What follows belongs to an exercise in optimizing a design on an open flow for small area and a short achievable clock period; a production flow would make more cautious choices. In this exercise RTL edits were held to simulation tests only and were not proved equivalent to the original. Power is estimated from default activity; no workload was simulated.

==> flow/design.v (excerpt) <==
module if_npc_btb (
   input  logic        cpu_clk,
   input  logic        cpu_rstn,
   input  logic [31:0] pc,
   input  logic        if_valid,
   output logic        pred_taken,
   output logic [31:0] pred_target,
   output logic [31:0] npc,
   input  logic        ex_valid,
   input  logic [31:0] ex_pc,
   input  logic        ex_taken,
   input  logic [31:0] ex_target,
   input  logic        ex_pred_taken,
   input  logic [31:0] ex_pred_target,
   output logic        pred_error,
   output logic        jump_taken,
   output logic [31:0] mispred_cnt
);
Size: about 3000 cells after synthesis, roughly 980 flip-flops, roughly 0.045 mm2 of cells after synthesis.
export LEC_CHECK = 0
export CAP_MARGIN = 20
export CORE_MARGIN = 2
export CORE_UTILIZATION = 40
export SETUP_SLACK_MARGIN = 1.5
export SLEW_MARGIN = 20
export SYNTH_HIERARCHICAL = 1
export BUFFER_PORTS_ARGS = -buffer_cell sky130_fd_sc_hd__buf_1
export CTS_ARGS = -sink_clustering_enable -repair_clock_nets -dont_use_dummy_load -buf_list {sky130_fd_sc_hd__clkbuf_4 sky130_fd_sc_hd__clkbuf_8}
create_clock -name core_clock -period 6.5 [get_ports {cpu_clk}]
standard.sh (not shown) runs the stock make flow with config.mk's settings and CLKGATE_MAP_FILE= SYNTH_SCRIPT=/design/flow/synth_recipe.tcl, a recipe that flattens the netlist after the stock synthesis.
==> flow/flow/run.sh <==
#!/bin/bash
# Standard synthesis and layout (standard.sh), with the extra ORFS settings
# in flow/extra.mk (port buffer cell, clock tree options).
set -uo pipefail
cat flow/extra.mk >> config.mk
bash standard.sh > flow_standard.log 2>&1
==> flow/flow/extra.mk <==
export BUFFER_PORTS_ARGS = -buffer_cell sky130_fd_sc_hd__buf_1
export CTS_ARGS = -sink_clustering_enable -repair_clock_nets -dont_use_dummy_load -buf_list {sky130_fd_sc_hd__clkbuf_4 sky130_fd_sc_hd__clkbuf_8}
The first run completed without violations.
==> next run, changes <==
==> flow/flow/run.sh (replaced) <==
#!/bin/bash
# Standard synthesis and layout (standard.sh), with the extra ORFS settings
# in flow/extra.mk: port buffer cell, clock tree buffers without dummy loads,
# and power (area) recovery after global routing.
set -uo pipefail
cat flow/extra.mk >> config.mk
bash standard.sh > flow_standard.log 2>&1
==> flow/flow/extra.mk (replaced) <==
export BUFFER_PORTS_ARGS = -buffer_cell sky130_fd_sc_hd__buf_1
export CTS_ARGS = -sink_clustering_enable -repair_clock_nets -dont_use_dummy_load -buf_list {sky130_fd_sc_hd__clkbuf_4 sky130_fd_sc_hd__clkbuf_8}
export RECOVER_POWER = 100
Settings changed: RECOVER_POWER set to 100.
Now the flow finished with capacitance limit, slew limit left.
Power is about the same.
Area after synthesis stays the same.
Worst setup slack loses 500 ps.
Via count is about the same.

* * *

Another version of the RTL of if_npc_btb (not shown whole).
Size: roughly 2,900 cells after synthesis.
export LEC_CHECK = 0
export CAP_MARGIN = 20
export CORE_MARGIN = 2
export CORE_UTILIZATION = 50
export SETUP_SLACK_MARGIN = 2.4
export SLEW_MARGIN = 20
export SYNTH_HIERARCHICAL = 1
export TNS_END_PERCENT = 0
export BUFFER_PORTS_ARGS = -buffer_cell sky130_fd_sc_hd__buf_1
export CTS_ARGS = -sink_clustering_enable -repair_clock_nets -dont_use_dummy_load -sink_clustering_size 24 -sink_clustering_max_diameter 120 -buf_list {sky130_fd_sc_hd__clkbuf_16}
export IO_CONSTRAINTS = /design/flow/flow/io.tcl
create_clock -name core_clock -period 6.5 [get_ports {cpu_clk}]
==> flow/flow/run.sh <==
#!/bin/bash
# Standard synthesis and layout (standard.sh), with the extra ORFS settings
# in flow/extra.mk (port buffer cell, clock tree options) and the pin
# placement constraints in flow/io.tcl.
set -uo pipefail
cat flow/extra.mk >> config.mk
echo "export IO_CONSTRAINTS = $PWD/flow/io.tcl" >> config.mk
bash standard.sh > flow_standard.log 2>&1
Other scripts of this flow, unchanged in this note and not shown: flow/flow/extra.mk, flow/flow/io.tcl
The baseline went through all stages and came out clean.
Next try:
- CORE_UTILIZATION: 50 -> 40
- SETUP_SLACK_MARGIN: 2.4 -> 2.2
Outcome:
- final area hardly moves
- clock-buffer cell count goes up by 1
- power climbs by 0.59%
- global-route usage falls by 6.5 points
- worst setup slack improved by 84 ps
- clock skew came out higher by 46 ps
- utilization went down by 12 points
- wire length stays flat
Next try:
- SETUP_SLACK_MARGIN: 2.2 -> 2.6
Outcome: The changed run produced a clean layout. Sequential cell count does not change. Non-clock buffer count shrinks by 29. Setup slack gains 4.8 ps. Die area stays the same. Total power shrinks by 0.43%. Area after synthesis stays the same. Routed wire length shrinks by 2.0%. Via count shrinks by 1.5%. Clock power hardly moves.

* * *

if_npc_btb with an RTL version that a note above also has.
Size: about 230 I/O pins, ~45,000 um2 of cells after synthesis.
export LEC_CHECK = 0
export CAP_MARGIN = 20
export CORE_MARGIN = 2
export CORE_UTILIZATION = 40
export SETUP_SLACK_MARGIN = 0.8
export SLEW_MARGIN = 20
export SYNTH_HIERARCHICAL = 1
export BUFFER_PORTS_ARGS = -buffer_cell sky130_fd_sc_hd__buf_1
export CTS_ARGS = -sink_clustering_enable -repair_clock_nets -dont_use_dummy_load -buf_list {sky130_fd_sc_hd__clkbuf_4 sky130_fd_sc_hd__clkbuf_8}
create_clock -name core_clock -period 6.5 [get_ports {cpu_clk}]
==> flow/flow/run.sh <==
#!/bin/bash
# Standard synthesis and layout (standard.sh), with the extra ORFS settings
# in flow/extra.mk (port buffer cell, clock tree options).
set -uo pipefail
cat flow/extra.mk >> config.mk
bash standard.sh > flow_standard.log 2>&1
==> flow/flow/extra.mk <==
export BUFFER_PORTS_ARGS = -buffer_cell sky130_fd_sc_hd__buf_1
export CTS_ARGS = -sink_clustering_enable -repair_clock_nets -dont_use_dummy_load -buf_list {sky130_fd_sc_hd__clkbuf_4 sky130_fd_sc_hd__clkbuf_8}
==> next run, changes <==
==> flow/flow/run.sh (replaced) <==
#!/bin/bash
# Standard synthesis and layout (standard.sh), with the extra ORFS settings
# in flow/extra.mk: port buffer cell, clock tree buffers without dummy loads,
# and power (area) recovery after global routing.
set -uo pipefail
cat flow/extra.mk >> config.mk
bash standard.sh > flow_standard.log 2>&1
==> flow/flow/extra.mk (replaced) <==
export BUFFER_PORTS_ARGS = -buffer_cell sky130_fd_sc_hd__buf_1
export CTS_ARGS = -sink_clustering_enable -repair_clock_nets -dont_use_dummy_load -buf_list {sky130_fd_sc_hd__clkbuf_4 sky130_fd_sc_hd__clkbuf_8}
export RECOVER_POWER = 100
--- a/flow/config.mk
+++ b/flow/config.mk
@@ -15 +15,2 @@
 export CTS_ARGS = -sink_clustering_enable -repair_clock_nets -dont_use_dummy_load -buf_list {sky130_fd_sc_hd__clkbuf_4 sky130_fd_sc_hd__clkbuf_8}
+export RECOVER_POWER = 100
After rerunning: Now the flow finished but fails on capacitance limit, slew limit. Cell count stays flat. Clock skew stays flat. Register-to-register slack degrades by 0.12 ns.

## afterwards: timing with drivers on the ports
How much do the figures lean on ideal ports? The routed layouts below were timed once more, with nothing changed but the port constraints. Step 1 assumes that a clkbuf_16 drives the clock port and a buf_2 every other input. Step 2 times the ports against the registers' clock, not the clock port: input delays grow and output delays shrink by t, the midpoint of the rising clock arrivals with the driver on. Three values: no drivers, after step 1, after step 2; two values: the first two.
run	t (ns)	setup slack, ns	hold slack, ns	latest minus earliest clock arrival (ns)
the first run of note 1	0.873	1.053 / 0.977 / 0.716	0.470 / 0.470 / 0.470	0.128 / 0.127
the second run of note 1	0.874	0.553 / 0.530 / -0.279	0.469 / 0.469 / 0.469	0.126 / 0.126
the first run of note 2	0.684	1.353 / 1.331 / 0.905	0.483 / 0.483 / 0.483	0.058 / 0.057
the second run of note 2	0.716	1.437 / 1.390 / 0.883	0.479 / 0.479 / 0.479	0.082 / 0.082
the third run of note 2	0.717	1.442 / 1.397 / 0.810	0.475 / 0.475 / 0.475	0.081 / 0.082
the first run of note 3	0.881	0.841 / 0.760 / 0.091	0.485 / 0.485 / 0.485	0.112 / 0.111
the second run of note 3	0.886	0.515 / 0.443 / -0.181	0.484 / 0.484 / 0.484	0.106 / 0.106
For the second run of note 1, which loses most, drivers alone change the setup slack by -0.023 ns; drivers and shift together by -0.832 ns.
